Context: an optimization exercise on an open-source flow, tuned for small area and a short achievable clock period. The choices shown serve that exercise and are no tape-out recipe. Only simulation tests tie the RTL to the original design; equivalence was not proved. Power and IR drop assume default switching activity.

`design/flow/run.sh`:
```
#!/bin/bash
# synth_recipe.tcl (not shown) runs the flow's synth.tcl, then flattens the netlist and writes it again
# the make line also repeats each setting of config.mk as NAME=value (left out here)
make -C /OpenROAD-flow-scripts/flow DESIGN_CONFIG=/design/flow/config.mk WORK_HOME=/design/flow/orfs CLKGATE_MAP_FILE= SYNTH_SCRIPT=/design/flow/synth_recipe.tcl finish
```
`design/flow/config.mk`:
```
export PLATFORM = sky130hd
export DESIGN_NAME = data_bus
export DESIGN_NICKNAME = data_bus
export VERILOG_FILES = /design/flow/design.v
export SDC_FILE = /design/flow/constraint.sdc
export NUM_CORES = 4
export LEC_CHECK = 0
export CAP_MARGIN = 20
export CORE_MARGIN = 2
export CORE_UTILIZATION = 40
export SLEW_MARGIN = 20
```
`design/flow/constraint.sdc`:
```
create_clock -name core_clock -period 7.0 [get_ports {clk}]
set_input_delay 1.4000 -clock core_clock [delete_from_list [all_inputs] [get_ports {clk}]]
set_output_delay 1.4000 -clock core_clock [all_outputs]
set_load 0.01 [all_outputs]
```
`design/flow/design.v`:
```
module data_bus #(
  parameter int RAM_WORDS = 64,
  parameter int DEBOUNCE  = 4
) (
  input  logic        clk,
  input  logic        reset,
  input  logic        memwrite,
  input  logic [31:0] addr,
  input  logic [31:0] writedata,
  output logic [31:0] readdata,
  input  logic [4:0]  SW,
  output logic [6:0]  gled,
  output logic [6:0]  gled2,
  output logic [6:0]  gled3,
  output logic [6:0]  gled4
);
  localparam int AW = $clog2(RAM_WORDS);
  localparam int CW = (DEBOUNCE < 2) ? 1 : $clog2(DEBOUNCE);
  localparam logic [13:0] WA_DISP  = 14'h3FC0;
  localparam logic [13:0] WA_SWREG = 14'h3FC1;
  localparam logic [13:0] WA_TIMER = 14'h3FC2;
  localparam logic [13:0] WA_CMP   = 14'h3FC3;
  localparam logic [13:0] WA_STAT  = 14'h3FC4;
  logic [31:0]   r_ram [RAM_WORDS];
  logic [15:0]   r_disp;
  logic [4:0]    r_sw_s1;
  logic [4:0]    r_sw_s2;
  logic [4:0]    r_sw_cand;
  logic [CW-1:0] r_db_cnt;
  logic [4:0]    r_swreg;
  logic [31:0]   r_timer;
  logic [31:0]   r_cmp;
  logic          r_match;
  logic [13:0]   w_word;
  logic          w_page0;
  logic          w_hit_ram;
  logic          w_hit_disp;
  logic          w_hit_swreg;
  logic          w_hit_timer;
  logic          w_hit_cmp;
  logic          w_hit_stat;
  logic [AW-1:0] w_ram_idx;
  logic [15:0]   w_disp_shown;
  logic          w_unused_addr;
  assign w_word      = addr[15:2];
  assign w_page0     = (addr[31:16] == 16'h0000);
  assign w_hit_ram   = w_page0 && (w_word < 14'(RAM_WORDS));
  assign w_hit_disp  = w_page0 && (w_word == WA_DISP);
  assign w_hit_swreg = w_page0 && (w_word == WA_SWREG);
  assign w_hit_timer = w_page0 && (w_word == WA_TIMER);
  assign w_hit_cmp   = w_page0 && (w_word == WA_CMP);
  assign w_hit_stat  = w_page0 && (w_word == WA_STAT);
  assign w_ram_idx   = addr[AW+1:2];
  assign w_unused_addr = ^addr[1:0];
  function automatic logic [6:0] seg7(input logic [3:0] h);
    case (h)
      4'h0: seg7 = 7'b1000000;
      4'h1: seg7 = 7'b1111001;
      4'h2: seg7 = 7'b0100100;
      4'h3: seg7 = 7'b0110000;
      4'h4: seg7 = 7'b0011001;
      4'h5: seg7 = 7'b0010010;
      4'h6: seg7 = 7'b0000010;
      4'h7: seg7 = 7'b1111000;
      4'h8: seg7 = 7'b0000000;
      4'h9: seg7 = 7'b0010000;
      4'hA: seg7 = 7'b0001000;
      4'hB: seg7 = 7'b0000011;
      4'hC: seg7 = 7'b1000110;
      4'hD: seg7 = 7'b0100001;
      4'hE: seg7 = 7'b0000110;
      default: seg7 = 7'b0001110;
    endcase
  endfunction
  assign w_disp_shown = reset ? r_disp : 16'h0000;
  assign gled  = seg7(w_disp_shown[3:0]);
  assign gled2 = seg7(w_disp_shown[7:4]);
  assign gled3 = seg7(w_disp_shown[11:8]);
  assign gled4 = seg7(w_disp_shown[15:12]);
  always_comb begin
    readdata = 32'h0;
    if (w_hit_ram)        readdata = r_ram[w_ram_idx];
    else if (w_hit_disp)  readdata = {16'h0, r_disp};
    else if (w_hit_swreg) readdata = {27'h0, r_sw_s2 == r_sw_s2 ? r_swreg : 5'h0};
    else if (w_hit_timer) readdata = r_timer;
    else if (w_hit_cmp)   readdata = r_cmp;
    else if (w_hit_stat)  readdata = {31'h0, r_match};
  end
  always_ff @(posedge clk) begin
    if (memwrite && w_hit_ram) r_ram[w_ram_idx] <= writedata;
  end
  always_ff @(posedge clk) begin
    if (!reset) begin
      r_disp <= 16'h0000;
      r_cmp  <= 32'hFFFF_FFFF;
    end else if (memwrite) begin
      if (w_hit_disp) r_disp <= writedata[15:0];
      if (w_hit_cmp)  r_cmp  <= writedata;
    end
  end
  always_ff @(posedge clk) begin
    if (!reset) begin
      r_timer <= 32'h0;
      r_match <= 1'b0;
    end else begin
      if (memwrite && w_hit_timer) r_timer <= writedata;
      else                         r_timer <= r_timer + 32'd1;
      if (r_timer == r_cmp)                            r_match <= 1'b1;
      else if (memwrite && w_hit_stat && writedata[0]) r_match <= 1'b0;
    end
  end
  always_ff @(posedge clk) begin
    if (!reset) begin
      r_sw_s1   <= 5'h0;
      r_sw_s2   <= 5'h0;
      r_sw_cand <= 5'h0;
      r_db_cnt  <= '0;
      r_swreg   <= 5'h0;
    end else begin
      r_sw_s1 <= SW;
      r_sw_s2 <= r_sw_s1;
      if (r_sw_s2 == r_swreg) begin
        r_sw_cand <= r_sw_s2;
        r_db_cnt  <= '0;
      end else if (r_sw_s2 != r_sw_cand) begin
        r_sw_cand <= r_sw_s2;
        if (DEBOUNCE <= 1) begin
          r_swreg  <= r_sw_s2;
          r_db_cnt <= '0;
        end else begin
          r_db_cnt <= CW'(1);
        end
      end else if (r_db_cnt == CW'(DEBOUNCE - 1)) begin
        r_swreg  <= r_sw_s2;
        r_db_cnt <= '0;
      end else begin
        r_db_cnt <= r_db_cnt + 1'b1;
      end
    end
  end
endmodule
```
==> impl_metrics.ini <==
[run_status]
status = finished clean

[power]
power_density_nw_per_um2 = 268
p_leak_nw = 31.2
peakVddDrop_uv = 238

[worst_hold_path]
holdPathStages = 1
min_to = r_sw_s2[2]
min_from = r_sw_s1[2]
hp-class = register to register

[synthesis]
synth_fa_ha_area_share_pct = 0.381
synth_top_family_by_area = multiplexers
yosysWarnings = 1
ys_ff_latch = 2151
synth_compound_area_share_pct = 2.98
seq_area_frac_synth_pct = 74.4
synth_xor_area_share_pct = 0.738
yosysUniqueCellTypes = 60
syn_area_um2 = 85400
syn_inst = 4245
ys_async_sr_fraction_pct = 0
synth_edf_count = 2048
synth_mux_area_share_pct = 17.0
avgSynthCellArea_um2 = 20.1
synth_ff_type = edfxtp_1
synthSimpleGateAreaFrac_pct = 2.68
synth_nets = 4343

[global_route]
grt_pass1_wl_um = 326000
grt_pass1_vias = 43367
grt-ovfl-total = 0
grt_max_degree = 70
grt_util_all_layers_pct = 21.0
antenna_found_initial = 13

[cts]
htree_num_levels = 4
cts.sinks = 2151
cts_buffer_depth = 3
cts_buffers = 211
cts_tree = yes
clockRootBuffer = clkbuf_16
clk_pin_slew_worst_paths_ns = 0.06
insertion_delay_ns = 0.84
ctsHoldBuffers = 0
cts_setup_buffers = 0
cts.repair.resized = 0

[die]
initial_core_util_pct = 40.2
die_h_um = 466
num_rows = 169
dieArea_um2 = 217000
io_pins = 132
core-area_um2 = 212000
die_x_um = 466

[critical_path]
setup.worst_path.class = primary input to output port
rrSetupSlack_ns = 4.69
regToRegStartpoint = r_timer[0]
cp_cell_sequence = clkdlybuf4s50_1 > buf_4 > nor2b_1 > buf_4 > nand2b_2 > o22ai_1 > nor4_1 > o221ai_1 > clkdlybuf4s50_1
crit_path_top_delay_cell = clkdlybuf4s50_1
critPathArrivalTime_ns = 5.18
cp-start-kind = primary input
r2r-end = r_timer[30]
cp_max_fo = 18
critPathMaxStageDelay_ns = 0.71
reg2reg_depth = 7
cp-end-kind = output port
worstPathRequired_ns = 5.60

[finish]
final_cells = 7579
drive_above_1_share_pct = 26.0
nNetsFinal = 4674
area_growth_pct = 14.7

[timing]
relSlewSlack_pct = 23.7
min_period_over_period_pct = 94.0
finClkSkew_ns = 0.00967
tightest_slew_ns = 1.14
clock.fmax_mhz = 152
setup_viol_count_final = 0
min_period_ns = 6.58
finalSetupTns_ns = 0
slew_violations = 0
rsz0062_at_grt = no
hold_violations = 0

[detailed_routing]
ant_nets = 0
firstDrtPassIters = 6
drtIter0Drc = 5381
routedWlPerCell_um = 30.3
drc = 0
vias_per_cell = 5.79
vias = 43877
finalWirelength_um = 230000

[place]
place_hpwl_um = 141000
dp_cells = 7184
io_buffers = 129
gp_congestion = 0.835

[run]
drv_cap = 0
## worst max-delay path by stage
stage	start	endpoint	slack, ns	cells past startpoint
floorplan	addr[2]	r_ram[10][0]	2.21	11
global placement	addr[6]	readdata[5]	0.50	10
detailed placement	addr[6]	readdata[5]	0.47	10
CTS	addr[6]	readdata[5]	0.47	10
global route	addr[2]	readdata[21]	0.27	9
finish	addr[6]	readdata[9]	0.42	9
## routing by layer
layer	GRT usage (%)	routed length, um	part of all wire (%)	vias up
met3	3.69	18500	8.0	317
li1	-	-	-	18212
met5	0	75	0.033	-
met4	5.47	5540	2.4	12
met1	30.1	96800	42	23472
met2	33.1	109000	47	1864
## worst max-delay path: cells and delay by family
kind                   cells  cell delay [ns]
and+or+nand+nor            3             1.21
buffers and inverters      4             1.85
AOI/OAI and AO/OA          2             0.71
## stage by stage
step	setup WS (ns)	power [mW]	cell area [um^2]	utilization [%]	hold WS, ns
final	0.421	26.3	98000	46.2	0.438
after global routing	0.269	27.0	98000	46.2	0.445
after CTS	0.468	26.5	98000	46.2	0.444
after detailed placement	0.470	15.7	91400	43.1	0.426
after global placement	0.504	15.6	91400	43.1	0.427
after floorplan	2.21	15.0	85400	-	0.412
## synth_stat cells, types with 11 or more instances
master / number / area, um^2
and3_1: 12 / 75.1
nand4_1: 24 / 150
buf_4: 17 / 128
nand3_1: 72 / 360
buf_2: 75 / 375
mux2_2: 88 / 991
o21ai_0: 50 / 250
xor2_1: 21 / 184
buf_1: 27 / 101
a21oi_1: 106 / 531
edfxtp_1: 2048 / 61500
nand2_1: 135 / 507
inv_1: 24 / 90.1
o221ai_1: 28 / 245
buf_6: 30 / 338
ha_1: 26 / 325
a211oi_1: 41 / 308
nand2b_1: 14 / 87.6
mux4_2: 480 / 10800
a22oi_1: 18 / 135
o22ai_1: 81 / 507
mux2i_1: 242 / 2420
a22o_1: 15 / 131
mux4_1: 11 / 289
nor2_1: 152 / 571
clkbuf_1: 108 / 405
nor3_1: 21 / 105
xnor2_1: 51 / 447
dfxtp_1: 103 / 2060
and2_1: 22 / 138
## cell usage in the layout, fill, tap and decap left out, drive strengths merged, types with 41 or more instances in the layout
master	Yosys	layout
clkbuf	108	254
mux2i	242	242
o21ai	51	51
dfxtp	103	103
buf	156	292
nand2	135	135
mux4	491	491
nand3	72	72
nor2	153	153
a211oi	41	41
o22ai	81	81
mux2	88	88
clkdlybuf4s50	0	90
edfxtp	2048	2048
clkinv	0	112
xnor2	51	51
a21oi	106	106
## state kept, by name, indices dropped and copies added (netlist names)
signal and cells:
r_sw_cand 5, r_timer 32, r_db_cnt 2, r_ram 2048, r_match 1, r_sw_s2 5
r_sw_s1 5, r_swreg 5, r_disp 16, r_cmp 32
## power by group
part	total, mW	switching [mW]	internal, mW
Combinational	1.29	0.811	0.478
Clock	10.9	4.83	6.10
Sequential	14.1	0.00495	14.1
## cell families (layout without fill, tap and decap cells)
kind of cell,after synthesis,in the layout
buffers and inverters,288,799
other,0,2
muxes,821,821
xor gates and xnor gates,72,72
DFF,2151,2151
AOI/OAI and AO/OA,393,393
and+or+nand+nor,494,494
adders and majority gates,26,26
## final cells by class
cell class                 count  area (um^2)
clock buffer                 254         5570
antenna                        2         5.00
tap                         2821         3530
inverter                      24         90.1
multi-input combinational   1806        20800
clock inverter               139         1040
fill                       17715       114000
timing repair buffer         382         3420
sequential                  2151        63600

what the ideal ports hide:
The results above use ideal ports. As a check the final layout listed here was re-extracted and re-timed, cells and wires unchanged.
Step 1 sets driving cells, clkbuf_16 on the clock port and buf_2 on the other inputs (assumed; they add their load-dependent delay and slew).
Step 2, shift: input delay + t, output delay - t, t = (earliest + latest rising clock arrival at the registers) / 2. This alone moves slack from input paths to output paths.
Three values: no drivers, after step 1, after step 2; two values: the first two.
t, ns: 0.939
setup slack, ns: 0.421 / 0.361 / 0.361
worst setup path at the end: input to output
slew at the worst register clock pin (ns): 0.07 / 0.07
worst slew at a driven data input, ns: 0.17
After both steps setup and hold are still met in this run. For this run, drivers alone change the setup slack by -0.060 ns; drivers and shift together by -0.060 ns.
